This design comes from an exercise in tuning for small area, a short achievable clock period and few clock cycles per item on the open sky130 flow, not from production work. RTL that was checked went through simulation tests only; none was proved equivalent to the original. For runs 1 to 4, only the layout was checked, not whether the RTL still works.

## flow/design.v (module list and top-level ports; edited modules follow where they fit)
// module spsob_div_cell: 17 lines
// module spsob_mul8x8: 367 lines
// module spsob_mul_idx: 836 lines
// module spsob_mac8: 457 lines
// module spsob_c255: 107 lines
// module subtitle_pixel_src_over_blend_unit: 202 lines
module subtitle_pixel_src_over_blend_unit #(
  parameter int unsigned MaxCanvasDim = spsob_pkg::MaxCanvasDim
) (
  input  wire logic              clk_i,
  input  wire logic              rst_ni,
  input  wire logic              start,
  output logic                   busy,
  input  wire logic [103:0]      req_i,
  output logic                   done_o,
  output logic [56:0]            res_o,
  input  wire logic              cfg_valid_i,
  output logic                   cfg_ready_o,
  input  wire logic              cfg_index_i,
  input  wire logic [12:0]       cfg_data_i
);
  // ...
==> flow/flow/run.sh <==
#!/bin/bash
# Standard layout flow with these changes:
#  - synthesis runs Yosys's synth with -noabc (the final ABC mapping still runs), so the
#    hand-built adder trees reach the full-adder extraction as written;
#  - port buffers are sky130_fd_sc_hd__buf_2 (every port is still buffered);
#  - larger clock-tree sink clusters;
#  - timing repair aims for SETUP_SLACK_MARGIN ns of setup slack.
set -euo pipefail
sed '1s/yosys synth -nofsm -noshare /yosys synth -nofsm -noshare -noabc /' synth_recipe.tcl > synth_noabc.tcl
grep -q -- '-noabc' synth_noabc.tcl
bash standard.sh SYNTH_SCRIPT="$PWD/synth_noabc.tcl" SETUP_SLACK_MARGIN=17.8 \
  "BUFFER_PORTS_ARGS=-buffer_cell sky130_fd_sc_hd__buf_2" \
  CTS_CLUSTER_SIZE=24 CTS_CLUSTER_DIAMETER=120 CORE_UTILIZATION=60 \
  finish > make_finish.log 2>&1
==> flow/standard.sh <==
#!/bin/bash
# synth_recipe.tcl (not shown) runs the flow's synth.tcl, then flattens the netlist and writes it again
# the make line also repeats each setting of config.mk as NAME=value (left out here)
make -C /OpenROAD-flow-scripts/flow DESIGN_CONFIG=/design/flow/config.mk WORK_HOME=/design/flow/orfs CLKGATE_MAP_FILE= SYNTH_SCRIPT=/design/flow/synth_recipe.tcl "${@:-finish}"
==> flow/config.mk <==
export PLATFORM = sky130hd
export DESIGN_NAME = subtitle_pixel_src_over_blend_unit
export DESIGN_NICKNAME = subtitle_pixel_src_over_blend_unit
export VERILOG_FILES = /design/flow/design.v
export SDC_FILE = /design/flow/constraint.sdc
export NUM_CORES = 4
export LEC_CHECK = 0
export CAP_MARGIN = 20
export CORE_MARGIN = 2
export CORE_UTILIZATION = 40
export SLEW_MARGIN = 20
==> flow/constraint.sdc <==
create_clock -name core_clock -period 24.0 [get_ports {clk_i}]
set_input_delay 4.8000 -clock core_clock [delete_from_list [all_inputs] [get_ports {clk_i}]]
set_output_delay 4.8000 -clock core_clock [all_outputs]
set_load 0.01 [all_outputs]
==> summary.md, run 1 <==
| Metric | Value |
|---|---|
| Status | `complete, no violations` |
| GR peak layer | `met2` |
| Post-synthesis cell area | `between 0.04 and 0.05 mm²` |
| Setup TNS Final | `0 ns` |
| Cell count after synthesis | `between 4000 and 5000` |
| Antenna diode count | `4` |
| Post-CTS Setup Bufs | `97` |
| Max Cap Viol | `0` |
| Max FFs per register | `57` |
| Layout cells sized above 1 | `about a fifth` |
| Post-CTS Hold Fix Bufs | `0` |
| Routed len/inst | `18.0 µm` |
| Hold path startpoint | `s2_q[22]$_DFF_P_` |
| Routed length on met1 | `approximately 46 mm` |
| Synth Area in Compound Gates | `8.64%` |
| Vias in the first global route | `around 33000` |
| Pins over their slew limit | `0` |
| Fraction of area in multi-input gates | `a little over three fifths` |
| Inst Count DP | `roughly 5600` |
| Max-Slew Margin vs Limit | `between 30% and 40%` |
| Worst Hold Path EP | `s3_q[22]$_DFF_P_` |
| Synth top area share | `28.4%` |
| Area growth, synth to finish | `14.8%` |
| Number of logic inverters in the finished layout | `approximately 220` |
| Critical path arrival | `7.12 ns` |
| Clk tree area frac | `1.99%` |
| Largest Register | `res7_q` |
| FFs & Latches | `~700` |
| Max layer used | `met5` |
| Hold Path Depth | `0` |
| Post-synthesis async set-or-reset flop share | `~4.7%` |
| Fraction of area in registers | `around a quarter` |
| Crit share post-route | `a little over a quarter` |
| Post_cts resized | `167` |
| TritonCTS clock tree | `built` |
| Setup slack after layout | `about 17 ns` |
| Multiplexer area fraction after synthesis | `between 4 and 5%` |
| Critical path startpoint | `xr3_q[6]$_DFF_P_` |
| Crit. path cell count | `22` |
==> module subtitle_pixel_src_over_blend_unit, before the edit <==
module subtitle_pixel_src_over_blend_unit #(
  parameter int unsigned MaxCanvasDim = spsob_pkg::MaxCanvasDim
) (
  input  wire logic              clk_i,
  input  wire logic              rst_ni,
  input  wire logic              start,
  output logic                   busy,
  input  wire logic [103:0]      req_i,
  output logic                   done_o,
  output logic [56:0]            res_o,
  input  wire logic              cfg_valid_i,
  output logic                   cfg_ready_o,
  input  wire logic              cfg_index_i,
  input  wire logic [12:0]       cfg_data_i
);
  localparam int unsigned NStg = 7;
  logic [15:0] pos_x, pos_y;
  logic [7:0]  cov, src_t, dst_a;
  logic [23:0] src_c, dst_c;
  assign pos_x = req_i[103:88];
  assign pos_y = req_i[87:72];
  assign cov   = req_i[71:64];
  assign src_c = req_i[63:40];
  assign src_t = req_i[39:32];
  assign dst_a = req_i[31:24];
  assign dst_c = req_i[23:0];
  assign busy        = 1'b0;
  assign cfg_ready_o = 1'b1;
  logic [12:0] wid_q, hgt_q, cfg_clamped;
  assign cfg_clamped = (cfg_data_i > 13'(MaxCanvasDim)) ? 13'(MaxCanvasDim) : cfg_data_i;
  always_ff @(posedge clk_i or negedge rst_ni) begin
    if (!rst_ni) begin
      wid_q <= '0;
      hgt_q <= '0;
    end else if (cfg_valid_i) begin
      if (cfg_index_i == spsob_pkg::CfgIdxWidth) wid_q <= cfg_clamped;
      else                                      hgt_q <= cfg_clamped;
    end
  end
  logic [NStg-1:0] vld_q;
  always_ff @(posedge clk_i or negedge rst_ni) begin
    if (!rst_ni) vld_q <= '0;
    else         vld_q <= {vld_q[NStg-2:0], start};
  end
  assign done_o = vld_q[NStg-1];
  logic        on1_q;
  logic [11:0] px1_q, py1_q;
  logic [12:0] w1_q;
  logic [7:0]  cov1_q, it1_q, da1_q;
  logic [23:0] s1_q, d1_q;
  logic        on1_d;
  assign on1_d = (pos_x[15:12] == 4'd0) && (pos_y[15:12] == 4'd0) &&
                 ({1'b0, pos_x[11:0]} < wid_q) && ({1'b0, pos_y[11:0]} < hgt_q) &&
                 (cov != 8'd0);
  always_ff @(posedge clk_i) begin
    on1_q  <= on1_d;
    px1_q  <= pos_x[11:0];
    py1_q  <= pos_y[11:0];
    w1_q   <= wid_q;
    cov1_q <= cov;
    it1_q  <= ~src_t;
    da1_q  <= dst_a;
    s1_q   <= src_c;
    d1_q   <= dst_c;
  end
  logic [15:0] cf1;
  logic        cc1;
  logic [7:0]  fa1, fh1p;
  logic        we1;
  logic [23:0] idx1;
  spsob_mul8x8 u_cf (.a(cov1_q), .b(it1_q), .p(cf1));
  spsob_c255   u_cc (.l(cf1[7:0]), .h(cf1[15:8]), .c(cc1));
  assign fh1p = cf1[15:8] + 8'd1;
  assign fa1  = cc1 ? fh1p : cf1[15:8];
  assign we1  = on1_q && ((cf1[15:8] != 8'd0) || cc1);
  spsob_mul_idx u_idx (.a(py1_q), .b(w1_q), .c(px1_q), .p(idx1));
  logic [7:0]  fa2_q, da2_q;
  logic        we2_q;
  logic [23:0] idx2_q, s2_q, d2_q;
  always_ff @(posedge clk_i) begin
    fa2_q  <= on1_q ? fa1 : 8'd0;
    we2_q  <= we1;
    idx2_q <= idx1;
    da2_q  <= da1_q;
    s2_q   <= s1_q;
    d2_q   <= d1_q;
  end
  logic [15:0] x2;
  logic [7:0]  xq2, xr2, xs2, ia2;
  logic        xc2;
  assign ia2 = ~fa2_q;
  spsob_mul8x8 u_x (.a(da2_q), .b(ia2), .p(x2));
  spsob_c255   u_xc (.l(x2[7:0]), .h(x2[15:8]), .c(xc2));
  assign xs2 = x2[7:0] + x2[15:8];
  assign xq2 = xc2 ? x2[15:8] + 8'd1 : x2[15:8];
  assign xr2 = xc2 ? xs2 + 8'd1 : xs2;
  logic [7:0]  fa3_q, xq3_q, xr3_q;
  logic        we3_q;
  logic [23:0] idx3_q, s3_q, d3_q;
  always_ff @(posedge clk_i) begin
    fa3_q  <= fa2_q;
    xq3_q  <= xq2;
    xr3_q  <= xr2;
    we3_q  <= we2_q;
    idx3_q <= we2_q ? idx2_q : 24'd0;
    s3_q   <= s2_q;
    d3_q   <= d2_q;
  end
  logic [7:0]  w3  [3];
  logic [7:0]  df3 [3];
  logic [7:0]  m3  [3];
  logic [8:0]  sd3 [3];
  logic [7:0]  ds3 [3];
  logic [2:0]  ge3;
  logic [15:0] v3  [3];
  logic        vc3 [3];
  logic [15:0] t3  [3];
  for (genvar l = 0; l < 3; l++) begin : g_s4
    assign sd3[l] = {1'b0, s3_q[8*l +: 8]} - {1'b0, d3_q[8*l +: 8]};
    assign ds3[l] = d3_q[8*l +: 8] - s3_q[8*l +: 8];
    assign ge3[l] = !sd3[l][8] || !we3_q;
    assign m3[l]  = ge3[l] ? d3_q[8*l +: 8] : s3_q[8*l +: 8];
    assign df3[l] = sd3[l][8] ? ds3[l] : sd3[l][7:0];
    assign w3[l]  = ge3[l] ? fa3_q : xq3_q;
    spsob_mul8x8 u_v (.a(d3_q[8*l +: 8]), .b(xr3_q), .p(v3[l]));
    spsob_c255 u_c (.l(v3[l][7:0]), .h(v3[l][15:8]), .c(vc3[l]));
    spsob_mac8 u_t (.a(w3[l]), .b(df3[l]), .c(v3[l][15:8]), .ci(vc3[l]), .p(t3[l]));
  end
  logic [7:0]  oan4_q;
  logic        we4_q;
  logic [23:0] idx4_q, m4_q;
  logic [47:0] t4_q;
  always_ff @(posedge clk_i) begin
    oan4_q <= ~(fa3_q + xq3_q);
    we4_q  <= we3_q;
    idx4_q <= idx3_q;
    for (int l = 0; l < 3; l++) m4_q[8*l +: 8] <= m3[l];
    for (int l = 0; l < 3; l++) t4_q[16*l +: 16] <= t3[l];
  end
  logic [15:0] r4_7 [3];
  logic [15:0] r4_6 [3];
  logic [15:0] r4_5 [3];
  logic [2:0]  q4   [3];
  for (genvar l = 0; l < 3; l++) begin : g_s5
    spsob_div_cell #(.Bit(7)) u_b7 (.r_i(t4_q[16*l +: 16]), .dn_i(oan4_q), .r_o(r4_7[l]), .q_o(q4[l][2]));
    spsob_div_cell #(.Bit(6)) u_b6 (.r_i(r4_7[l]), .dn_i(oan4_q), .r_o(r4_6[l]), .q_o(q4[l][1]));
    spsob_div_cell #(.Bit(5)) u_b5 (.r_i(r4_6[l]), .dn_i(oan4_q), .r_o(r4_5[l]), .q_o(q4[l][0]));
  end
  logic [7:0]  oan5_q;
  logic        we5_q;
  logic [23:0] idx5_q, m5_q;
  logic [12:0] r5_q [3];
  logic [2:0]  q5_q [3];
  always_ff @(posedge clk_i) begin
    oan5_q <= oan4_q;
    we5_q  <= we4_q;
    idx5_q <= idx4_q;
    m5_q   <= m4_q;
    for (int l = 0; l < 3; l++) begin
      r5_q[l] <= r4_5[l][12:0];
      q5_q[l] <= q4[l];
    end
  end
  logic [15:0] r5_4 [3];
  logic [15:0] r5_3 [3];
  logic [15:0] r5_2 [3];
  logic [2:0]  q5   [3];
  for (genvar l = 0; l < 3; l++) begin : g_s6
    spsob_div_cell #(.Bit(4)) u_b4 (.r_i({3'd0, r5_q[l]}), .dn_i(oan5_q), .r_o(r5_4[l]), .q_o(q5[l][2]));
    spsob_div_cell #(.Bit(3)) u_b3 (.r_i(r5_4[l]), .dn_i(oan5_q), .r_o(r5_3[l]), .q_o(q5[l][1]));
    spsob_div_cell #(.Bit(2)) u_b2 (.r_i(r5_3[l]), .dn_i(oan5_q), .r_o(r5_2[l]), .q_o(q5[l][0]));
  end
  logic [7:0]  oan6_q;
  logic        we6_q;
  logic [23:0] idx6_q, m6_q;
  logic [9:0]  r6_q [3];
  logic [5:0]  q6_q [3];
  always_ff @(posedge clk_i) begin
    oan6_q <= oan5_q;
    we6_q  <= we5_q;
    idx6_q <= idx5_q;
    m6_q   <= m5_q;
    for (int l = 0; l < 3; l++) begin
      r6_q[l] <= r5_2[l][9:0];
      q6_q[l] <= {q5_q[l], q5[l]};
    end
  end
  logic [15:0] r6_1 [3];
  logic [15:0] r6_0 [3];
  logic [1:0]  q6   [3];
  logic [23:0] ch6;
  for (genvar l = 0; l < 3; l++) begin : g_s7
    spsob_div_cell #(.Bit(1)) u_b1 (.r_i({6'd0, r6_q[l]}), .dn_i(oan6_q), .r_o(r6_1[l]), .q_o(q6[l][1]));
    spsob_div_cell #(.Bit(0)) u_b0 (.r_i(r6_1[l]), .dn_i(oan6_q), .r_o(r6_0[l]), .q_o(q6[l][0]));
    assign ch6[8*l +: 8] = m6_q[8*l +: 8] + ({q6_q[l], q6[l]} & {8{we6_q}});
  end
  logic [56:0] res7_q;
  always_ff @(posedge clk_i) begin
    res7_q <= {we6_q, idx6_q, ~oan6_q, ch6};
  end
  assign res_o = res7_q;
endmodule
==> inputs of run 2 (changes only) <==
--- a/flow/design.v
+++ b/flow/design.v
@@ -1897,5 +1897,6 @@
   logic [7:0]  fa3_q, xq3_q, xr3_q;
   logic        we3_q;
-  logic [23:0] idx3_q, s3_q, d3_q;
+  logic [23:0] idx3_q, df3_q, d3_q;
+  logic [2:0]  ge3_q;
   always_ff @(posedge clk_i) begin
     fa3_q  <= fa2_q;
@@ -1904,26 +1905,26 @@
     we3_q  <= we2_q;
     idx3_q <= we2_q ? idx2_q : 24'd0;
-    s3_q   <= s2_q;
     d3_q   <= d2_q;
+    for (int l = 0; l < 3; l++) begin
+      logic [7:0] s, d;
+      logic [8:0] sd;
+      s  = s2_q[8*l +: 8];
+      d  = d2_q[8*l +: 8];
+      sd = {1'b0, s} - {1'b0, d};
+      ge3_q[l]        <= !sd[8] || !we2_q;
+      df3_q[8*l +: 8] <= sd[8] ? d - s : sd[7:0];
+    end
   end
   logic [7:0]  w3  [3];
-  logic [7:0]  df3 [3];
   logic [7:0]  m3  [3];
-  logic [8:0]  sd3 [3];
-  logic [7:0]  ds3 [3];
-  logic [2:0]  ge3;
   logic [15:0] v3  [3];
   logic        vc3 [3];
   logic [15:0] t3  [3];
   for (genvar l = 0; l < 3; l++) begin : g_s4
-    assign sd3[l] = {1'b0, s3_q[8*l +: 8]} - {1'b0, d3_q[8*l +: 8]};
-    assign ds3[l] = d3_q[8*l +: 8] - s3_q[8*l +: 8];
-    assign ge3[l] = !sd3[l][8] || !we3_q;
-    assign m3[l]  = ge3[l] ? d3_q[8*l +: 8] : s3_q[8*l +: 8];
-    assign df3[l] = sd3[l][8] ? ds3[l] : sd3[l][7:0];
-    assign w3[l]  = ge3[l] ? fa3_q : xq3_q;
+    assign m3[l]  = ge3_q[l] ? d3_q[8*l +: 8] : d3_q[8*l +: 8] - df3_q[8*l +: 8];
+    assign w3[l]  = ge3_q[l] ? fa3_q : xq3_q;
     spsob_mul8x8 u_v (.a(d3_q[8*l +: 8]), .b(xr3_q), .p(v3[l]));
     spsob_c255 u_c (.l(v3[l][7:0]), .h(v3[l][15:8]), .c(vc3[l]));
-    spsob_mac8 u_t (.a(w3[l]), .b(df3[l]), .c(v3[l][15:8]), .ci(vc3[l]), .p(t3[l]));
+    spsob_mac8 u_t (.a(w3[l]), .b(df3_q[8*l +: 8]), .c(v3[l][15:8]), .ci(vc3[l]), .p(t3[l]));
   end
   logic [7:0]  oan4_q;
==> run 2 against run 1 <==
Against the previous run:
- via count is 2.4% higher
- design area fell by 1.1%
- clock-buffer cell count is 1 lower
- critical path type unchanged
- first-iteration DRC count is 6.1% higher
- critical endpoint is now t4_q[47]$_DFF_P_
- clock skew fell by 0.0049 ns
- still clean on timing, DRC and antenna
- sequential cell count is 3 higher
- largest cell class unchanged
- highest routed layer is now met4
- register-to-register slack improved by 0.31 ns
- non-clock buffer count is 77 lower
==> summary.md, run 2 <==
| Metric | Value |
|---|---|
| Status | `complete, no violations` |
| Commonest cells after routing, fill and taps aside | `623 x dfxtp_1, 576 x ha_1, 463 x fa_1` |
| First-pass GRT wire length | `about 170 mm` |
| Clock Pin Slew Worst Setup and Hold Paths | `about 0.10 ns` |
| Chip Width | `between 200 and 300 µm` |
| Leading area contributor after synthesis | `dfxtp_1` |
| Min-Delay Path Class | `reg2reg` |
| Slowest cell on the critical path | `fa_1` |
| Crit path time final | `6.28 ns` |
| CP max stage delay | `~0.55 ns` |
| Number of synthesized flops with an enable pin | `0` |
| HPWL after detailed placement | `a little over 80 mm` |
| Area growth, synth to finish | `10.7%` |
| Post-Syn Nets | `about 5800` |
| Met3 Track Usage GR | `~2.4%` |
| Register area | `~0.014 mm²` |
| CTS Buffer Depth | `3` |
| Synth warnings | `35` |
| Met1 Use GR | `33.8%` |
| Pins over their slew limit | `0 (unchanged)` |
| Pin count of the biggest net entering global routing | `34` |
| CP Class | `reg2reg` |
| Max-Slew Margin vs Limit | `24.3% (-14 points)` |
| Hold_ws | `between 0.3 and 0.4 ns` |
| Layout cells sized above 1 | `13.8% (-5.1 points)` |
| Cell count after synthesis | `4623 (+5.0%)` |
| # setup viols final | `0` |
| Root Driver | `clkbuf_16` |
| Largest regs | `res7_q x57, t4_q x48, r5_q x39` |
| Top Ports | `~180` |
| Syn Area/Cell | `about 10 µm²` |
| Gr ovfl total | `0` |
| Initial DRC count | `about 1200` |
| Vias per cell | `roughly 5.4` |
| Synth area leaders | `dfxtp_1 28%, fa_1 20%, ha_1 16%` |
| Endpoints failing hold | `0` |
| Synth top area share | `27.8% (-0.61 points)` |
| Most frequent CP cell | `fa_1` |
| RSZ-0062 raised after global routing | `yes` |
| Routability cong. | `0.871` |
| Detailed Routing Iterations Pass 1 | `5` |
| Initial Util | `between 60% and 70%` |
| Clock Skews | `~0.023 ns` |
| Wirelength, routed | `about 100 mm` |
| DRC | `0` |
| F_max | `159 MHz` |
| Clock Sinks | `about 700` |
| Multi-input gate area | `~0.034 mm²` |
| Post-route ant nets | `0` |
| H-tree depth | `2` |
| Vias in the first global route | `33584 (+2.8%)` |
| Die Area | `between 0.08 and 0.09 mm²` |
| Sequential share of the synthesized area | `29.5%` |
| Least-Margin Pin Slew | `roughly 1.1 ns` |
| Hold path startpoint | `m5_q[15]$_DFF_P_` |
| Finished Layout Cells | `5962` |
| Endpoint type of the worst setup path | `flip-flop` |
| Synth cell count leaders | `671 x dfxtp_1, 600 x ha_1, 476 x fa_1, 466 x and2_1, 366 x nor2_1` |
| Critical path arrival | `6.75 ns (-0.37 ns)` |
| Routed vias | `between 30000 and 40000` |
| Clock latency (worst-skew pair) | `0.59 ns` |
| Post-synthesis cell type count | `74` |
| Crit path cell chain | `buf_8 -> and2_4 -> fa_1 -> fa_1 -> fa_1 -> fa_2 -> ha_4 -> nand4_1 -> nor3_4 -> o31ai_4 -> a21boi_2 -> o21a_1 -> nor2_2 -> fa_1 -> ha_4 -> a21o_1 -> a21o_1 -> a21oi_2 -> nor2_1 -> a31oi_1 -> nand4_1 -> a31oi_2 -> o21bai_1 -> xor2_1` |
| Crit path max-delay family | `adder cells` |
| Ys flop type | `dfxtp_1` |
| Post-CTS Hold Fix Bufs | `0 (unchanged)` |
| IO buf count | `approximately 180` |
| Worst Path Max Fanout | `8` |
| Inst Count DP | `5813 (+4.5%)` |
| Crit share post-route | `26.2% (-1.3 points)` |
| Critical path buffers and inverters | `1` |
| Commonest non-fill, non-tap cell in the layout | `dfxtp_1` |
| Setup crit start kind | `flip-flop` |
| TritonCTS clock tree | `built` |
| GR Layer Usage met2 | `between 40% and 50%` |
| GR peak layer | `met2` |
| Most common cell in the netlist | `dfxtp_1` |
| Die Ht | `~290 µm` |
| R2R Path Start | `xr3_q[5]$_DFF_P_` |
| Critical Path RT | `24.47 ns` |
| Post-synthesis cell area | `0.0483 mm² (+2.6%)` |
| Number of fill cells | `roughly 6400` |
| Area of the core | `0.0802 mm²` |
| Max Cap Viol | `0 (unchanged)` |
| Initial antenna violation count | `1` |
| Max FFs per register | `57 (unchanged)` |
| Critical path startpoint | `xr3_q[5]$_DFF_P_` |
| Total Nets Final | `between 6000 and 7000` |
| Row Count | `104` |
| CTS buffer count | `36` |
| Routed len/inst | `17.4 µm (-3.1%)` |
| Setup TNS Final | `0 ns (unchanged)` |
| All-Layer GR Usage | `between 20% and 30%` |
| Synth Register Bits | `approximately 700` |
| Largest Register | `res7_q` |
| Post-synthesis async set-or-reset flop share | `4.69% (-0.020 points)` |
## run 2: area by class of cell
type,instances,area share (%)
antenna,1,0.00468
tap,1060,2.48
multi-input combinational,3565,63.0
clock inverter,6,0.157
clock buffer,44,1.88
sequential,704,26.9
timing repair buffer,302,3.61
inverter,280,1.99
## run 2: layer usage
metal  routed length [µm]  part of all wire (%)
met3                 3110                   3.0
met2                51200                    49
met1                46700                    45
met5                    0                     0
met4                 2930                   2.8
## run 2: kinds of logic (layout without fill, tap and decap cells)
kind of cell    Yosys count  in the layout  synth area share [%]
xor+xnor                275            275                  4.99
fa+ha+maj              1076           1076                  35.3
simple gates           1335           1335                  14.5
compound gates          715            715                  9.26
mux                     162            162                  3.65
buf+inv                 354            632                  2.79
other cells               2              3                0.0156
flops                   704            704                  29.5
## run 2: what timing repair did
| action | CTS | global route |
|---|---|---|
| pin swaps | 65 | 95 |
| setup endpoints to repair | 118 | 116 |
| hold endpoints to repair | 0 | 0 |
| setup buffers | 44 | 54 |
| resized for setup | 148 | 164 |
## run 2: metrics by stage
step	setup slack [ns]	utilization [%]	instance area (µm²)
floorplan	17.62	-	48300
global placement	16.92	62.9	50400
detailed placement	16.68	62.9	50400
CTS	17.77	65.4	52500
global route	17.53	66.7	53400
finish	17.72	66.7	53400
## run 2: path summary, 6_finish.rpt
kind	slack, ns	endpoint	cells after the start
worst min-delay path	0.32	m6_q[15]$_DFF_P_	0
worst max register to register	17.72	t4_q[47]$_DFF_P_	24
min in group asynchronous	4.29	hgt_q[2]$_DFFE_PN0P_	1
worst min register to register	0.32	m6_q[15]$_DFF_P_	0
worst max-delay path	17.72	t4_q[47]$_DFF_P_	24
max in group asynchronous	19.20	vld_q[2]$_DFF_PN0_	1
==> inputs of run 3 (changes only) <==
--- a/flow/flow/run.sh
+++ b/flow/flow/run.sh
@@ -9,5 +9,5 @@
 sed '1s/yosys synth -nofsm -noshare /yosys synth -nofsm -noshare -noabc /' synth_recipe.tcl > synth_noabc.tcl
 grep -q -- '-noabc' synth_noabc.tcl
-bash standard.sh SYNTH_SCRIPT="$PWD/synth_noabc.tcl" SETUP_SLACK_MARGIN=17.8 \
+bash standard.sh SYNTH_SCRIPT="$PWD/synth_noabc.tcl" SETUP_SLACK_MARGIN=17.6 \
   "BUFFER_PORTS_ARGS=-buffer_cell sky130_fd_sc_hd__buf_2" \
   CTS_CLUSTER_SIZE=24 CTS_CLUSTER_DIAMETER=120 CORE_UTILIZATION=60 \
==> run 3 against run 2 <==
Against the previous run:
- register-to-register slack lost 0.08 ns
- non-clock buffer count fell by 16
- sequential cell count is the same
- die area is the same
- hold slack better by 0.0061 ns
- critical path depth did not move
- highest routed layer is now met5
==> summary.md, run 3 <==
| Metric | Value |
|---|---|
| Crit share post-route | `26.5% (+0.35 points)` |
| Most frequent CP cell | `fa_2` |
| Synth warnings | `35 (unchanged)` |
| Row Count | `104 (unchanged)` |
| Synth area leaders | `dfxtp_1 28%, fa_1 20%, ha_1 16%` |
| Setup crit start kind | `flip-flop` |
| Crit path cell chain | `buf_6 -> and2_1 -> fa_1 -> fa_2 -> fa_2 -> fa_2 -> ha_4 -> nand4_1 -> nor3_2 -> o31ai_2 -> a21boi_2 -> o21a_2 -> nor2_4 -> xnor2_2 -> fa_1 -> ha_4 -> a21o_1 -> a21oi_2 -> nor2_1 -> a31oi_1 -> nand4_1 -> a31oi_2 -> o21bai_1 -> xor2_1` |
| Number of synthesized flops with an enable pin | `0 (unchanged)` |
| Largest Register | `res7_q` |
| Largest regs | `res7_q x57, t4_q x48, r5_q x39` |
| Critical path arrival | `6.83 ns (+0.08 ns)` |
| Initial DRC count | `1313 (+5.4%)` |
| First-pass GRT wire length | `165 mm (-4.2%)` |
| Ys flop type | `dfxtp_1` |
| Max-Slew Margin vs Limit | `24.5% (+0.23 points)` |
| Clock Sinks | `704 (unchanged)` |
| Leading area contributor after synthesis | `dfxtp_1` |
| Critical path buffers and inverters | `1 (unchanged)` |
| Top Ports | `182 (unchanged)` |
| All-Layer GR Usage | `24.7% (-1.1 points)` |
| Post-CTS Hold Fix Bufs | `0 (unchanged)` |
| Max FFs per register | `57 (unchanged)` |
| # setup viols final | `0 (unchanged)` |
| HPWL after detailed placement | `79.4 mm (-1.5%)` |
| Synth top area share | `27.8% (unchanged)` |
| Synth Register Bits | `704 (unchanged)` |
| Clock Skews | `0.0362 ns (+0.0132 ns)` |
| Total Nets Final | `6072 (-0.25%)` |
| RSZ-0062 raised after global routing | `yes` |
| Area of the core | `0.0802 mm² (unchanged)` |
| Post-route ant nets | `0 (unchanged)` |
| Routed len/inst | `17.0 µm (-2.5%)` |
| Crit path max-delay family | `adder cells` |
| Cell count after synthesis | `4623 (unchanged)` |
| Detailed Routing Iterations Pass 1 | `5 (unchanged)` |
| Clock latency (worst-skew pair) | `0.60 ns (about the same)` |
| H-tree depth | `2 (unchanged)` |
| Most common cell in the netlist | `dfxtp_1` |
| Syn Area/Cell | `10.4 µm² (unchanged)` |
| Commonest non-fill, non-tap cell in the layout | `dfxtp_1` |
| Layout cells sized above 1 | `12.7% (-1.1 points)` |
| Root Driver | `clkbuf_16` |
| Worst Path Max Fanout | `7 (-1)` |
| Post-synthesis cell type count | `74 (unchanged)` |
| Post-synthesis cell area | `0.0483 mm² (unchanged)` |
| CP Class | `reg2reg` |
| Crit path time final | `6.36 ns (+0.0834 ns)` |
| Least-Margin Pin Slew | `1.10 ns (-0.00329 ns)` |
| Clock Pin Slew Worst Setup and Hold Paths | `0.10 ns (about the same)` |
| Wirelength, routed | `101 mm (-2.7%)` |
| CP max stage delay | `0.62 ns (+0.07 ns)` |
| F_max | `157 MHz (-1.3%)` |
| CTS Buffer Depth | `3 (unchanged)` |
| Post-synthesis async set-or-reset flop share | `4.69% (unchanged)` |
| Chip Width | `288 µm (unchanged)` |
| Max Cap Viol | `0 (unchanged)` |
| Commonest cells after routing, fill and taps aside | `629 x dfxtp_1, 583 x ha_1, 463 x fa_1` |
| Number of fill cells | `6496 (+0.92%)` |
| DRC | `0 (unchanged)` |
| Routed vias | `32128 (-0.29%)` |
| Final core occ | `66.1% (-0.54 points)` |
| CTS buffer count | `37 (+2.8%)` |
| Die Area | `0.0828 mm² (unchanged)` |
| Pins over their slew limit | `0 (unchanged)` |
| Vias per cell | `5.40 (about the same)` |
| Endpoints failing hold | `0 (unchanged)` |
| Area growth, synth to finish | `9.78%` |
| Initial antenna violation count | `1 (unchanged)` |
| Gr ovfl total | `0 (unchanged)` |
| Setup TNS Final | `0 ns (unchanged)` |
| Antenna diode count | `0 (-1)` |
| Critical Path RT | `24.47 ns (about the same)` |
| Slowest cell on the critical path | `fa_2` |
| Synth cell count leaders | `671 x dfxtp_1, 600 x ha_1, 476 x fa_1, 466 x and2_1, 366 x nor2_1` |
| Post-Syn Nets | `5821 (unchanged)` |
| Vias in the first global route | `33018 (-1.7%)` |
| Die Ht | `288 µm (unchanged)` |
| IO buf count | `179 (unchanged)` |
| Initial Util | `60.2% (unchanged)` |
| Status | `complete, no violations` |
| Pin count of the biggest net entering global routing | `34 (unchanged)` |
| Min-Delay Path Class | `reg2reg` |
| Sequential share of the synthesized area | `29.5% (unchanged)` |
| Endpoint type of the worst setup path | `flip-flop` |
| TritonCTS clock tree | `built` |
| Routability cong. | `0.860 (-1.2%)` |
[run 3: path summary, 6_finish.rpt]
path	endpoint	start	cells after the start	slack, ns
worst max-delay path	t4_q[47]$_DFF_P_	xr3_q[5]$_DFF_P_	24	17.64
worst min-delay path	m6_q[14]$_DFF_P_	m5_q[14]$_DFF_P_	0	0.33
worst max register to register	t4_q[47]$_DFF_P_	xr3_q[5]$_DFF_P_	24	17.64
worst min register to register	m6_q[14]$_DFF_P_	m5_q[14]$_DFF_P_	0	0.33
max in group asynchronous	wid_q[8]$_DFFE_PN0P_	rst_ni	1	19.25
min in group asynchronous	wid_q[3]$_DFFE_PN0P_	rst_ni	1	4.26
[run 3: layout make-up]
class,instances,area (µm²),share of cell area (%)
multi-input combinational,3565,33400,63.1
sequential,704,14300,27.0
timing repair buffer,286,1800,3.40
tap,1060,1330,2.50
inverter,280,1060,2.00
clock buffer,43,958,1.81
clock inverter,10,100,0.189
[run 3: worst register-to-register path, stage by stage, from the launching register on]
cell and delay [ns]:
dfxtp_4 0.44, buf_6 0.17, and2_1 0.16, fa_1 0.45, fa_2 0.62, fa_2 0.45
fa_2 0.56, ha_4 0.21, nand4_1 0.11, nor3_2 0.07, o31ai_2 0.36, a21boi_2 0.14
o21a_2 0.27, nor2_4 0.11, xnor2_2 0.14, fa_1 0.48, ha_4 0.25, a21o_1 0.20
a21oi_2 0.13, nor2_1 0.06, a31oi_1 0.20, nand4_1 0.18, a31oi_2 0.23, o21bai_1 0.11
xor2_1 0.14
[run 3: kinds of logic (layout without fill, tap and decap cells)]
| group | after synthesis | in the layout | share of synthesized area [%] |
|---|---|---|---|
| buffers and inverters | 354 | 619 | 2.79 |
| AO/OA/AOI/OAI | 715 | 715 | 9.26 |
| XOR/XNOR | 275 | 275 | 4.99 |
| multiplexers | 162 | 162 | 3.65 |
| AND/OR/NAND/NOR | 1335 | 1335 | 14.5 |
| adder cells (fa/ha/maj) | 1076 | 1076 | 35.3 |
| flip-flops | 704 | 704 | 29.5 |
| other | 2 | 2 | 0.0156 |
[run 3: metrics by stage]
| stage | instance area (µm²) | std cells | hold WS, ns | worst slack [ns] |
|---|---|---|---|---|
| 6_report | 53000 | 5948 | 0.326 | 17.64 |
| 5_1_grt | 53000 | 5948 | 0.325 | 17.39 |
| 4_1_cts | 52100 | 5894 | 0.319 | 17.50 |
| 3_5_place_dp | 50400 | 5814 | 0.312 | 16.72 |
| 3_3_place_gp | 50400 | 5814 | 0.310 | 16.75 |
| 2_1_floorplan | 48300 | 4623 | 0.310 | 17.60 |
[run 3: what timing repair did]
item,in CTS,in global routing
setup endpoints to repair,104,99
gates resized for setup,90,154
pin swaps,23,102
setup buffers,27,54
[run 3: layer usage]
metal	track usage (%)	vias to the layer above	part of all wire (%)
li1	-	15896	-
met1	31.8	15519	44
met2	43.4	547	49
met3	3.03	164	3.9
met4	7.75	2	3.4
met5	0	-	0.0040
==> inputs of run 4 (changes only) <==
--- a/flow/flow/run.sh
+++ b/flow/flow/run.sh
@@ -11,4 +11,4 @@
 bash standard.sh SYNTH_SCRIPT="$PWD/synth_noabc.tcl" SETUP_SLACK_MARGIN=17.6 \
   "BUFFER_PORTS_ARGS=-buffer_cell sky130_fd_sc_hd__buf_2" \
-  CTS_CLUSTER_SIZE=24 CTS_CLUSTER_DIAMETER=120 CORE_UTILIZATION=60 \
+  CTS_CLUSTER_SIZE=24 CTS_CLUSTER_DIAMETER=120 CORE_UTILIZATION=50 \
   finish > make_finish.log 2>&1
==> run 4 against run 3 <==
Against the previous run:
- die area increased by 20%
- synthesized cell count unchanged
- cell count increased by 3.3%
- critical path type unchanged
- hold slack got worse by 0.012 ns
- sequential share of layout area decreased by 0.17 points
- clock skew decreased by 0.0072 ns
- largest cell class unchanged
==> summary.md, run 4 <==
| Metric | Value |
|---|---|
| Status | `complete, no violations` |
| Largest Register | `res7_q` |
| Max FFs per register | `57 (unchanged)` |
| Min-Delay Path Class | `reg2reg` |
| # setup viols final | `0 (unchanged)` |
| Crit path time final | `6.26 ns (-0.0975 ns)` |
| Commonest non-fill, non-tap cell in the layout | `dfxtp_1` |
| Die Area | `0.0991 mm² (+20%)` |
| H-tree depth | `2 (unchanged)` |
| Critical Path RT | `24.49 ns (+0.02 ns)` |
| Clock latency (worst-skew pair) | `0.62 ns (+0.02 ns)` |
| Initial DRC count | `1188 (-9.5%)` |
| CTS buffer count | `37 (unchanged)` |
| Hold_ws | `0.314 ns (-0.0121 ns)` |
| Area after DPL | `0.0506 mm² (+0.37%)` |
| Pin count of the biggest net entering global routing | `34 (unchanged)` |
| Detailed Routing Iterations Pass 1 | `7 (+2)` |
| Cell count after synthesis | `4623 (unchanged)` |
| Post-Syn Nets | `5821 (unchanged)` |
| Vias per cell | `5.12 (-5.2%)` |
| Area of the core | `0.0953 mm² (+19%)` |
| Pins over their slew limit | `0 (unchanged)` |
| Critical path arrival | `6.75 ns (-0.08 ns)` |
| Routed vias | `31454 (-2.1%)` |
| Top Ports | `182 (unchanged)` |
| CP Class | `reg2reg` |
| Wirelength, routed | `102 mm (+0.61%)` |
| Endpoint type of the worst setup path | `flip-flop` |
| Crit share post-route | `26.1% (-0.41 points)` |
| Number of fill cells | `8352 (+29%)` |
| Post-synthesis cell area | `0.0483 mm² (unchanged)` |
| IO buf count | `179 (unchanged)` |
| Synth top area share | `27.8% (unchanged)` |
| Syn Area/Cell | `10.4 µm² (unchanged)` |
| First-pass GRT wire length | `168 mm (+1.8%)` |
| Worst Path Max Fanout | `7 (unchanged)` |
| Post-route ant nets | `0 (unchanged)` |
| Post-synthesis async set-or-reset flop share | `4.69% (unchanged)` |
| RSZ-0062 raised after global routing | `yes` |
| Clock Pin Slew Worst Setup and Hold Paths | `0.09 ns (about the same)` |
| Synth warnings | `35 (unchanged)` |
| Number of synthesized flops with an enable pin | `0 (unchanged)` |
| Row Count | `113 (+8.7%)` |
| Multi-input gate area | `0.0336 mm² (+0.49%)` |
| TritonCTS clock tree | `built` |
| All-Layer GR Usage | `20.9% (-3.9 points)` |
| Total Nets Final | `6060 (-0.20%)` |
| Register area | `0.0143 mm² (about the same)` |
| Routability cong. | `0.846 (-1.6%)` |
| CTS Buffer Depth | `3 (unchanged)` |
| Largest regs | `res7_q x57, t4_q x48, r5_q x39` |
| Area growth, synth to finish | `10.5%` |
| Sequential share of the synthesized area | `29.5% (unchanged)` |
| Setup crit start kind | `flip-flop` |
| Commonest cells after routing, fill and taps aside | `630 x dfxtp_1, 577 x ha_1, 465 x fa_1` |
| Vias in the first global route | `32784 (-0.71%)` |
| Initial antenna violation count | `6 (+5)` |
| Clock Skews | `0.0290 ns (-0.00716 ns)` |
| Synth area leaders | `dfxtp_1 28%, fa_1 20%, ha_1 16%` |
| Least-Margin Pin Slew | `1.01 ns (-0.0883 ns)` |
| Setup TNS Final | `0 ns (unchanged)` |
| Crit path cell chain | `buf_4 -> and2_1 -> fa_1 -> fa_2 -> fa_2 -> fa_2 -> ha_4 -> nand4_1 -> nor3_2 -> o31ai_4 -> a21boi_2 -> o21a_2 -> nor2_4 -> xnor2_2 -> fa_1 -> ha_4 -> a21o_1 -> a21oi_2 -> nor2_1 -> a31oi_1 -> nand4_1 -> a31oi_2 -> o21bai_1 -> xor2_1` |
| Endpoints failing hold | `0 (unchanged)` |
| Initial Util | `50.7% (-9.6 points)` |
| Finished Cell Area | `0.0534 mm² (+0.65%)` |
| Routed len/inst | `16.6 µm (-2.6%)` |
| Max Cap Viol | `0 (unchanged)` |
| Layout cells sized above 1 | `12.7% (+0.034 points)` |
| Gr ovfl total | `0 (unchanged)` |
| Synth Register Bits | `704 (unchanged)` |
| Most common cell in the netlist | `dfxtp_1` |
| Post-synthesis cell type count | `74 (unchanged)` |
| Most frequent CP cell | `fa_2` |
| Max-Slew Margin vs Limit | `32.4% (+7.9 points)` |
| Clock Sinks | `704 (unchanged)` |
| Synth cell count leaders | `671 x dfxtp_1, 600 x ha_1, 476 x fa_1, 466 x and2_1, 366 x nor2_1` |
| Ys flop type | `dfxtp_1` |
| Root Driver | `clkbuf_16` |
| Die Ht | `315 µm (+9.4%)` |
| Post-CTS Hold Fix Bufs | `0 (unchanged)` |
| Slowest cell on the critical path | `fa_1` |
| CP max stage delay | `0.57 ns (-0.05 ns)` |
| HPWL after detailed placement | `79.9 mm (+0.67%)` |
| Leading area contributor after synthesis | `dfxtp_1` |
| DRC | `0 (unchanged)` |
| F_max | `160 MHz (+1.6%)` |
| Chip Width | `315 µm (+9.4%)` |
-- run 4: layer usage --
layer | global-route usage [%] | vias to the layer above | wire [µm]
met2 | 36.1 | 397 | 48500
met1 | 28.2 | 15062 | 48200
met5 | 0 | - | 23
met3 | 2.22 | 110 | 3010
li1 | - | 15881 | -
met4 | 4.44 | 4 | 2020
-- run 4: cell families (layout without fill, tap and decap cells) --
group                      Yosys count  after routing  share of synthesized area [%]
xor gates and xnor gates           275            275                           4.99
DFF                                704            704                           29.5
and+or+nand+nor                   1335           1335                           14.5
AOI/OAI and AO/OA                  715            715                           9.26
buffers and inverters              354            606                           2.79
muxes                              162            162                           3.65
adders and majority gates         1076           1076                           35.3
other                                2              4                         0.0156
-- run 4: worst max-delay path: cells and delay by family, from the launching register on --
family,cells,cell delay (ns)
fa+ha+maj,7,3.05
compound gates,8,1.34
flops,1,0.39
xor+xnor,2,0.35
simple gates,6,0.83
buf+inv,1,0.15
-- run 4: layout make-up --
cell class | count | area share [%]
tap | 1265 | 2.97
clock inverter | 10 | 0.232
antenna | 2 | 0.00938
multi-input combinational | 3565 | 63.0
timing repair buffer | 274 | 3.20
sequential | 704 | 26.9
clock buffer | 42 | 1.77
inverter | 280 | 1.98
-- run 4: final timing paths --
kind | from | endpoint | depth (start not counted)
worst max-delay path | xr3_q[7]$_DFF_P_ | t4_q[15]$_DFF_P_ | 24
worst min-delay path | idx3_q[14]$_SDFF_PN0_ | idx4_q[14]$_DFF_P_ | 0
worst max register to register | xr3_q[7]$_DFF_P_ | t4_q[15]$_DFF_P_ | 24
worst min register to register | idx3_q[14]$_SDFF_PN0_ | idx4_q[14]$_DFF_P_ | 0
max in group asynchronous | rst_ni | vld_q[5]$_DFF_PN0_ | 1
min in group asynchronous | rst_ni | wid_q[3]$_DFFE_PN0P_ | 1
-- run 4: through the flow --
stage	util (%)	std cells	setup slack [ns]
CTS	55.0	6096	17.53
detailed placement	53.1	6010	16.75
global route	56.0	6141	17.47
global placement	53.1	6010	16.86
floorplan	-	4623	17.60
finish	56.0	6142	17.74
-- run 4: what timing repair did --
action / in CTS / in global routing
buffers inserted: 34 / 44
pin swaps: 27 / 104
resized for setup: 106 / 165
endpoints found under the setup margin: 107 / 103
==> inputs of run 5 (changes only) <==
--- a/flow/design.v
+++ b/flow/design.v
@@ -1897,5 +1897,5 @@
   logic [7:0]  fa3_q, xq3_q, xr3_q;
   logic        we3_q;
-  logic [23:0] idx3_q, df3_q, d3_q;
+  logic [23:0] idx3_q, m3_q, df3_q, d3_q;
   logic [2:0]  ge3_q;
   always_ff @(posedge clk_i) begin
@@ -1908,23 +1908,23 @@
     for (int l = 0; l < 3; l++) begin
       logic [7:0] s, d;
-      logic [8:0] sd;
+      logic       ge;
       s  = s2_q[8*l +: 8];
       d  = d2_q[8*l +: 8];
-      sd = {1'b0, s} - {1'b0, d};
-      ge3_q[l]        <= !sd[8] || !we2_q;
-      df3_q[8*l +: 8] <= sd[8] ? d - s : sd[7:0];
+      ge = (s >= d) || !we2_q;
+      ge3_q[l]        <= ge;
+      m3_q[8*l +: 8]  <= ge ? d : s;
+      df3_q[8*l +: 8] <= ge ? s - d : d - s;
     end
   end
   logic [7:0]  w3  [3];
-  logic [7:0]  m3  [3];
   logic [15:0] v3  [3];
-  logic        vc3 [3];
+  logic [8:0]  vs3 [3];
   logic [15:0] t3  [3];
   for (genvar l = 0; l < 3; l++) begin : g_s4
-    assign m3[l]  = ge3_q[l] ? d3_q[8*l +: 8] : d3_q[8*l +: 8] - df3_q[8*l +: 8];
-    assign w3[l]  = ge3_q[l] ? fa3_q : xq3_q;
+    assign w3[l] = ge3_q[l] ? fa3_q : xq3_q;
     spsob_mul8x8 u_v (.a(d3_q[8*l +: 8]), .b(xr3_q), .p(v3[l]));
-    spsob_c255 u_c (.l(v3[l][7:0]), .h(v3[l][15:8]), .c(vc3[l]));
-    spsob_mac8 u_t (.a(w3[l]), .b(df3_q[8*l +: 8]), .c(v3[l][15:8]), .ci(vc3[l]), .p(t3[l]));
+    spsob_c255 u_c (.l(v3[l][7:0]), .h(v3[l][15:8]), .c(vs3[l][8]));
+    assign vs3[l][7:0] = '0;
+    spsob_mac8 u_t (.a(w3[l]), .b(df3_q[8*l +: 8]), .c(v3[l][15:8]), .ci(vs3[l][8]), .p(t3[l]));
   end
   logic [7:0]  oan4_q;
@@ -1936,5 +1936,5 @@
     we4_q  <= we3_q;
     idx4_q <= idx3_q;
-    for (int l = 0; l < 3; l++) m4_q[8*l +: 8] <= m3[l];
+    m4_q   <= m3_q;
     for (int l = 0; l < 3; l++) t4_q[16*l +: 16] <= t3[l];
   end
==> run 5 against run 4 <==
Against the previous run:
- first-iteration DRC count fell by 16%
- clock skew fell by 0.010 ns
- die area fell by 0.36%
- hold slack improved by 0.016 ns
==> summary.md, run 5 <==
| Metric | Value |
|---|---|
| Initial antenna violation count | `11 (+5)` |
| Die Area | `0.0987 mm² (-0.36%)` |
| Setup slack after layout | `17.85 ns (+0.109 ns)` |
| Register area | `0.0148 mm² (+3.5%)` |
| Post-synthesis cell area | `0.0481 mm² (-0.37%)` |
| Clock Pin Slew Worst Setup and Hold Paths | `0.09 ns (about the same)` |
| Detailed Routing Iterations Pass 1 | `6 (-1)` |
| TritonCTS clock tree | `built` |
| Pin count of the biggest net entering global routing | `34 (unchanged)` |
| Synth area leaders | `dfxtp_1 29%, fa_1 20%, ha_1 15%` |
| All-Layer GR Usage | `20.9% (about the same)` |
| Setup TNS Final | `0 ns (unchanged)` |
| Setup crit start kind | `flip-flop` |
| Initial Util | `50.6% (-0.11 points)` |
| Synth top area share | `28.9% (+1.1 points)` |
| Syn Area/Cell | `10.8 µm² (+3.3%)` |
| Vias per cell | `5.10 (-0.36%)` |
| Synth cell count leaders | `695 x dfxtp_1, 580 x ha_1, 473 x fa_1, 472 x and2_1, 304 x nor2b_1` |
| Multi-input gate area | `0.0330 mm² (-1.9%)` |
| Max FFs per register | `57 (unchanged)` |
| Layout cells sized above 1 | `14.3% (+1.6 points)` |
| Largest regs | `res7_q x57, t4_q x48, r5_q x39` |
| Critical Path RT | `24.50 ns (about the same)` |
| Area of the core | `0.0952 mm² (-0.15%)` |
| H-tree depth | `2 (unchanged)` |
| Top Ports | `182 (unchanged)` |
| First-pass GRT wire length | `167 mm (-0.98%)` |
| Endpoints failing hold | `0 (unchanged)` |
| Crit share post-route | `25.6% (-0.45 points)` |
| Routability cong. | `0.862 (+1.9%)` |
| Cell count after synthesis | `4458 (-3.6%)` |
| Synth Register Bits | `728 (+3.4%)` |
| Post-synthesis cell type count | `69 (-6.8%)` |
| Clock Skews | `0.0185 ns (-0.0105 ns)` |
| Post-route ant nets | `0 (unchanged)` |
| Endpoint type of the worst setup path | `flip-flop` |
| Finished Cell Area | `0.0533 mm² (about the same)` |
| Hold_ws | `0.330 ns (+0.0160 ns)` |
| Clock Sinks | `728 (+3.4%)` |
| Least-Margin Pin Slew | `1.05 ns (+0.0387 ns)` |
| HPWL after detailed placement | `79.9 mm (about the same)` |
| RSZ-0062 raised after global routing | `yes` |
| IO buf count | `179 (unchanged)` |
| Crit path time final | `6.15 ns (-0.109 ns)` |
| Post-CTS Hold Fix Bufs | `0 (unchanged)` |
| Root Driver | `clkbuf_16` |
| Vias in the first global route | `31677 (-3.4%)` |
| Synth warnings | `34 (-2.9%)` |
| Area growth, synth to finish | `10.8%` |
| Post-Syn Nets | `5633 (-3.2%)` |
| Commonest non-fill, non-tap cell in the layout | `dfxtp_1` |
| Post-synthesis async set-or-reset flop share | `4.53% (-0.15 points)` |
| Wirelength, routed | `101 mm (-0.34%)` |
| Sequential share of the synthesized area | `30.6% (+1.1 points)` |
| Row Count | `113 (unchanged)` |
| Largest Register | `res7_q` |
| # setup viols final | `0 (unchanged)` |
| Critical path arrival | `6.65 ns (-0.10 ns)` |
| CTS buffer count | `39 (+5.4%)` |
| Chip Width | `314 µm (-0.18%)` |
| Number of synthesized flops with an enable pin | `0 (unchanged)` |
| Routed vias | `30627 (-2.6%)` |
| Pins over their slew limit | `0 (unchanged)` |
| Commonest cells after routing, fill and taps aside | `650 x dfxtp_1, 560 x ha_1, 471 x and2_1` |
| Min-Delay Path Class | `reg2reg` |
| Initial DRC count | `1003 (-16%)` |
| Max-Slew Margin vs Limit | `29.7% (-2.7 points)` |
| Die Ht | `314 µm (-0.18%)` |
| Routed len/inst | `16.9 µm (+2.0%)` |
| DRC | `0 (unchanged)` |
| Gr ovfl total | `0 (unchanged)` |
| Total Nets Final | `5893 (-2.8%)` |
| CP Class | `reg2reg` |
| Clock latency (worst-skew pair) | `0.62 ns (about the same)` |
| Most common cell in the netlist | `dfxtp_1` |
| Ys flop type | `dfxtp_1` |
| Status | `complete, no violations` |
| Max Cap Viol | `0 (unchanged)` |
| F_max | `162 MHz (+1.8%)` |
| Placement Setup Slack | `16.77 ns (+0.0207 ns)` |
| Worst Path Max Fanout | `8 (+1)` |
| Number of fill cells | `8283 (-0.83%)` |
| Leading area contributor after synthesis | `dfxtp_1` |
| Area after DPL | `0.0504 mm² (-0.31%)` |
| CTS Buffer Depth | `3 (unchanged)` |
==> run 5: cell count changes after synthesis, moves of 18 or more <==
cell      previous run  this run
nand2_1            140       170
nand3_1             45        27
nor2b_1            145       304
ha_1               600       580
nor2_1             366       155
mux2_2              99       127
o21a_1              52        33
nor3_1              44        16
a21oi_1            233       177
clkinv_1            21         0
dfxtp_1            671       695
==> run 5: worst paths after layout <==
check / from / to / slack [ns] / cells after the start
worst min-delay path: da1_q[1]$_DFF_P_ / da2_q[1]$_DFF_P_ / 0.33 / 0
worst max register to register: xr3_q[5]$_DFF_P_ / t4_q[15]$_DFF_P_ / 17.85 / 24
worst min register to register: da1_q[1]$_DFF_P_ / da2_q[1]$_DFF_P_ / 0.33 / 0
min in group asynchronous: rst_ni / wid_q[11]$_DFFE_PN0P_ / 4.24 / 1
max in group asynchronous: rst_ni / hgt_q[9]$_DFFE_PN0P_ / 19.26 / 1
worst max-delay path: xr3_q[5]$_DFF_P_ / t4_q[15]$_DFF_P_ / 17.85 / 24
==> run 5: area by class of cell <==
cell class	count	share of cell area [%]
antenna	3	0.0141
inverter	252	1.79
sequential	728	27.8
tap	1265	2.97
multi-input combinational	3408	61.8
timing repair buffer	289	3.37
clock buffer	46	1.92
clock inverter	11	0.291
==> run 5: through the flow <==
stage	cells	utilization (%)
final	6002	56.0
after global routing	6000	56.0
after CTS	5924	54.9
after detailed placement	5847	53.0
after global placement	5847	53.0
after floorplan	4458	-
==> run 5: per-layer routing <==
layer,part of all wire (%),vias up,global-route usage [%]
li1,-,15306,-
met1,47,14840,28.5
met2,47,337,35.4
met3,3.2,126,2.71
met4,2.1,18,4.46
met5,0.10,-,0
==> run 5: what timing repair did <==
action | CTS | global route
pin swaps | 10 | 96
setup buffers | 20 | 72
endpoints found under the setup margin | 91 | 85
cloned | 0 | 3
resized for setup | 99 | 147
==> run 5: logic make-up after synthesis <==
logic type | share of synthesized area [%]
AND/OR/NAND/NOR | 15.1
adder cells (fa/ha/maj) | 34.8
flip-flops | 30.6
AO/OA/AOI/OAI | 7.99
buffers and inverters | 2.56
XOR/XNOR | 4.81
multiplexers | 4.14
other | 0.0156
==> run 5: worst max-delay path: stages (launching register included) <==
cell      delay, ns
dfxtp_4        0.39
buf_6          0.14
and2_1         0.15
fa_1           0.57
fa_1           0.44
fa_1           0.45
fa_1           0.59
ha_4           0.24
nand3_1        0.06
nand2_1        0.05
a41o_1         0.22
o211ai_1       0.16
nand2_1        0.13
a21o_1         0.22
a21o_1         0.22
fa_1           0.49
ha_4           0.31
and3_1         0.17
and4_1         0.21
nand3_2        0.11
a311oi_2       0.31
o21ai_1        0.10
nand2b_1       0.12
a21oi_2        0.07
xnor2_1        0.12
Testbench counts of run 5, summed over its fixed seeds: cycles 12,056, items 12,000.
==> inputs of run 6 (changes only) <==
--- a/flow/flow/run.sh
+++ b/flow/flow/run.sh
@@ -11,4 +11,4 @@
 bash standard.sh SYNTH_SCRIPT="$PWD/synth_noabc.tcl" SETUP_SLACK_MARGIN=17.6 \
   "BUFFER_PORTS_ARGS=-buffer_cell sky130_fd_sc_hd__buf_2" \
-  CTS_CLUSTER_SIZE=24 CTS_CLUSTER_DIAMETER=120 CORE_UTILIZATION=50 \
+  CTS_CLUSTER_SIZE=24 CTS_CLUSTER_DIAMETER=120 CORE_UTILIZATION=60 GPL_TIMING_DRIVEN=0 \
   finish > make_finish.log 2>&1
==> run 6 against run 5 <==
Against the previous run:
- sequential cell count is the same
- via count grew 1.9%
- sequential share of layout area shrank 0.28 points
- design area grew 0.89%
- cell count shrank 2.0%
- hold slack lost 0.012 ns
- largest cell class unchanged
==> summary.md, run 6 <==
| Metric | Value |
|---|---|
| Slowest cell on the critical path | `fa_1` |
| Initial DRC count | `1192 (+19%)` |
| R2R Path Start | `xr3_q[7]$_DFF_P_` |
| RSZ-0062 raised after global routing | `yes` |
| Die Ht | `287 µm (-8.6%)` |
| Crit path time final | `6.32 ns (+0.168 ns)` |
| Number of fill cells | `6329 (-24%)` |
| HPWL after detailed placement | `79.5 mm (-0.45%)` |
| Synth cell count leaders | `695 x dfxtp_1, 580 x ha_1, 473 x fa_1, 472 x and2_1, 304 x nor2b_1` |
| Layout cells sized above 1 | `15.5% (+1.2 points)` |
| Reg2reg path depth | `25 (+4.2%)` |
| Setup TNS Final | `0 ns (unchanged)` |
| IO buf count | `179 (unchanged)` |
| Worst Hold Path EP | `s2_q[12]$_DFF_P_` |
| CP max stage delay | `0.60 ns (about the same)` |
| TritonCTS clock tree | `built` |
| Gr ovfl total | `0 (unchanged)` |
| Area of the core | `0.0791 mm² (-17%)` |
| Crit path max-delay family | `adder cells` |
| Least-Margin Pin Slew | `1.06 ns (+0.00841 ns)` |
| Root Driver | `clkbuf_16` |
| Critical Path RT | `24.50 ns (about the same)` |
| Pin count of the biggest net entering global routing | `34 (unchanged)` |
| Hold path startpoint | `s1_q[12]$_DFF_P_` |
| Routed vias | `31203 (+1.9%)` |
| Max-Slew Margin vs Limit | `29.2% (-0.45 points)` |
| Sequential share of the synthesized area | `30.6% (unchanged)` |
| Synth Register Bits | `728 (unchanged)` |
| CTS buffer count | `38 (-2.6%)` |
| Number of synthesized flops with an enable pin | `0 (unchanged)` |
| Max FFs per register | `57 (unchanged)` |
| Post-synthesis cell type count | `69 (unchanged)` |
| Total Nets Final | `5986 (+1.6%)` |
| CTS Buffer Depth | `3 (unchanged)` |
| Clock Pin Slew Worst Setup and Hold Paths | `0.10 ns (about the same)` |
| Clock latency (worst-skew pair) | `0.60 ns (-0.02 ns)` |
| Vias per cell | `5.31 (+4.0%)` |
| Largest regs | `res7_q x57, t4_q x48, r5_q x39` |
| Die Area | `0.0825 mm² (-16%)` |
| Initial Util | `60.8% (+10 points)` |
| Initial antenna violation count | `13 (+2)` |
| Leading area contributor after synthesis | `dfxtp_1` |
| Top Ports | `182 (unchanged)` |
| Synth warnings | `34 (unchanged)` |
| DRC | `0 (unchanged)` |
| Worst Path Max Fanout | `7 (-1)` |
| Max Cap Viol | `0 (unchanged)` |
| Finished Layout Cells | `5880 (-2.0%)` |
| Hold_ws | `0.318 ns (-0.0117 ns)` |
| Hold Path Depth | `0 (unchanged)` |
| Post-route ant nets | `0 (unchanged)` |
| Synth area leaders | `dfxtp_1 29%, fa_1 20%, ha_1 15%` |
| Row Count | `103 (-8.8%)` |
| Clock Skews | `0.0221 ns (+0.00360 ns)` |
| Syn Area/Cell | `10.8 µm² (unchanged)` |
| Post-synthesis cell area | `0.0481 mm² (unchanged)` |
| CP Class | `reg2reg` |
| Crit share post-route | `26.3% (+0.70 points)` |
| All-Layer GR Usage | `24.9% (+4.0 points)` |
| Post-Syn Nets | `5633 (unchanged)` |
| H-tree depth | `2 (unchanged)` |
| Pins over their slew limit | `0 (unchanged)` |
| Routability cong. | `0.858 (-0.45%)` |
| Chip Width | `287 µm (-8.6%)` |
| Most common cell in the netlist | `dfxtp_1` |
| Reg2reg end | `t4_q[30]$_DFF_P_` |
| # setup viols final | `0 (unchanged)` |
| Area growth, synth to finish | `11.8%` |
| Cell count after synthesis | `4458 (unchanged)` |
| Crit. path cell count | `25 (+4.2%)` |
| Detailed Routing Iterations Pass 1 | `5 (-1)` |
| Critical path arrival | `6.82 ns (+0.17 ns)` |
| F_max | `158 MHz (-2.7%)` |
| Min-Delay Path Class | `reg2reg` |
| Synth top area share | `28.9% (unchanged)` |
| Setup crit start kind | `flip-flop` |
| Commonest non-fill, non-tap cell in the layout | `dfxtp_1` |
| Wirelength, routed | `101 mm (-0.26%)` |
| Routed len/inst | `17.2 µm (+1.8%)` |
| Commonest cells after routing, fill and taps aside | `652 x dfxtp_1, 551 x ha_1, 470 x fa_1` |
| Vias in the first global route | `32211 (+1.7%)` |
| Most frequent CP cell | `fa_1` |
| Largest Register | `res7_q` |
| Post-synthesis async set-or-reset flop share | `4.53% (unchanged)` |
| First-pass GRT wire length | `165 mm (-1.1%)` |
| Ys flop type | `dfxtp_1` |
| Status | `complete, no violations` |
| Critical path buffers and inverters | `2 (+1)` |
| Clock Sinks | `728 (unchanged)` |
| Endpoint type of the worst setup path | `flip-flop` |
| Endpoints failing hold | `0 (unchanged)` |
| Inst Count DP | `5687 (-2.7%)` |
==> run 6: per-layer routing <==
layer  wire length, µm  up-vias  part of all wire, %  GRT usage (%)
met4              3080       18                  3.0           7.46
met2             48000      499                   47           42.4
met3              4210      136                  4.2           3.72
li1                  -    15506                    -              -
met1             45700    15044                   45           32.9
met5               113        -                 0.11              0
==> run 6: stage by stage <==
step | instance area [µm²] | worst slack (ns) | utilization, %
global placement | 50300 | 16.50 | 63.6
detailed placement | 50300 | 16.55 | 63.6
floorplan | 48100 | 17.61 | -
finish | 53800 | 17.68 | 68.0
global route | 53800 | 17.44 | 68.0
CTS | 52400 | 17.57 | 66.3
==> run 6: kinds of logic after synthesis <==
family                     after synthesis  share of synthesized area [%]
and+or+nand+nor                       1293                           15.1
adders and majority gates             1053                           34.8
DFF                                    728                           30.6
AOI/OAI and AO/OA                      610                           7.99
buffers and inverters                  325                           2.56
xor gates and xnor gates               264                           4.81
muxes                                  183                           4.14
other                                    2                         0.0156
==> run 6: what timing repair did <==
action,4_1_cts,5_1_grt
setup endpoints to repair,111,98
pin swaps,43,122
cloned,0,6
gates resized for setup,161,184
buffers inserted,35,93
hold endpoints to repair,0,0
hold buffers,0,0
==> run 6: final cells by class <==
cell class / count / area [µm²] / area share [%]
antenna: 5 / 12.5 / 0.0233
buffer: 73 / 427 / 0.793
clock buffer: 44 / 973 / 1.81
clock inverter: 10 / 113 / 0.209
inverter: 252 / 957 / 1.78
multi-input combinational: 3406 / 33200 / 61.7
sequential: 728 / 14800 / 27.5
tap: 1050 / 1310 / 2.44
timing repair buffer: 312 / 2020 / 3.75
==> run 6: how the worst max path moves through the flow <==
stage | start | to | slack (ns)
after floorplan | req_i[89] | on1_q$_DFF_P_ | 17.61
after global placement | xr3_q[5]$_DFF_P_ | t4_q[15]$_DFF_P_ | 16.50
after detailed placement | xr3_q[5]$_DFF_P_ | t4_q[15]$_DFF_P_ | 16.55
after CTS | oan4_q[0]$_DFF_P_ | r5_q[1][12]$_DFF_P_ | 17.57
after global routing | xr3_q[5]$_DFF_P_ | t4_q[15]$_DFF_P_ | 17.44
final | xr3_q[7]$_DFF_P_ | t4_q[30]$_DFF_P_ | 17.68

re-timing with driven ports:
Ports are ideal in the flow. The routed layouts listed here were re-timed in OpenROAD.
Step 1 sets driving cells, clkbuf_16 on the clock port and buf_2 on the other inputs (assumed; they add their load-dependent delay and slew).
Step 2 times the ports against the registers' clock, not the clock port: input delays grow and output delays shrink by t, the midpoint of the rising clock arrivals with the driver on.
Three values: ideal, step 1, step 2; two values: the first two.
| run | t (ns) | setup WS [ns] | hold WS [ns] | worst register clock-pin slew, ns | pins driven straight from the clock port |
|---|---|---|---|---|---|
| run 1 | 0.658 | 17.410 / 17.410 / 17.336 | 0.324 / 0.324 / 0.324 | 0.10 / 0.10 | 1 |
| run 2 | 0.649 | 17.723 / 17.723 / 17.278 | 0.320 / 0.320 / 0.320 | 0.10 / 0.10 | 1 |
| run 3 | 0.647 | 17.640 / 17.640 / 17.227 | 0.326 / 0.326 / 0.326 | 0.10 / 0.10 | 1 |
| run 4 | 0.672 | 17.737 / 17.737 / 17.228 | 0.314 / 0.314 / 0.314 | 0.10 / 0.10 | 1 |
| run 5 | 0.679 | 17.846 / 17.846 / 17.241 | 0.330 / 0.330 / 0.330 | 0.10 / 0.10 | 1 |
| run 6 | 0.655 | 17.678 / 17.678 / 17.152 | 0.318 / 0.318 / 0.318 | 0.10 / 0.10 | 1 |
After both steps setup and hold are still met in every run listed. The setup slack of run 5, which loses most, moves by 0.000 ns with the drivers and by -0.605 ns with both steps.
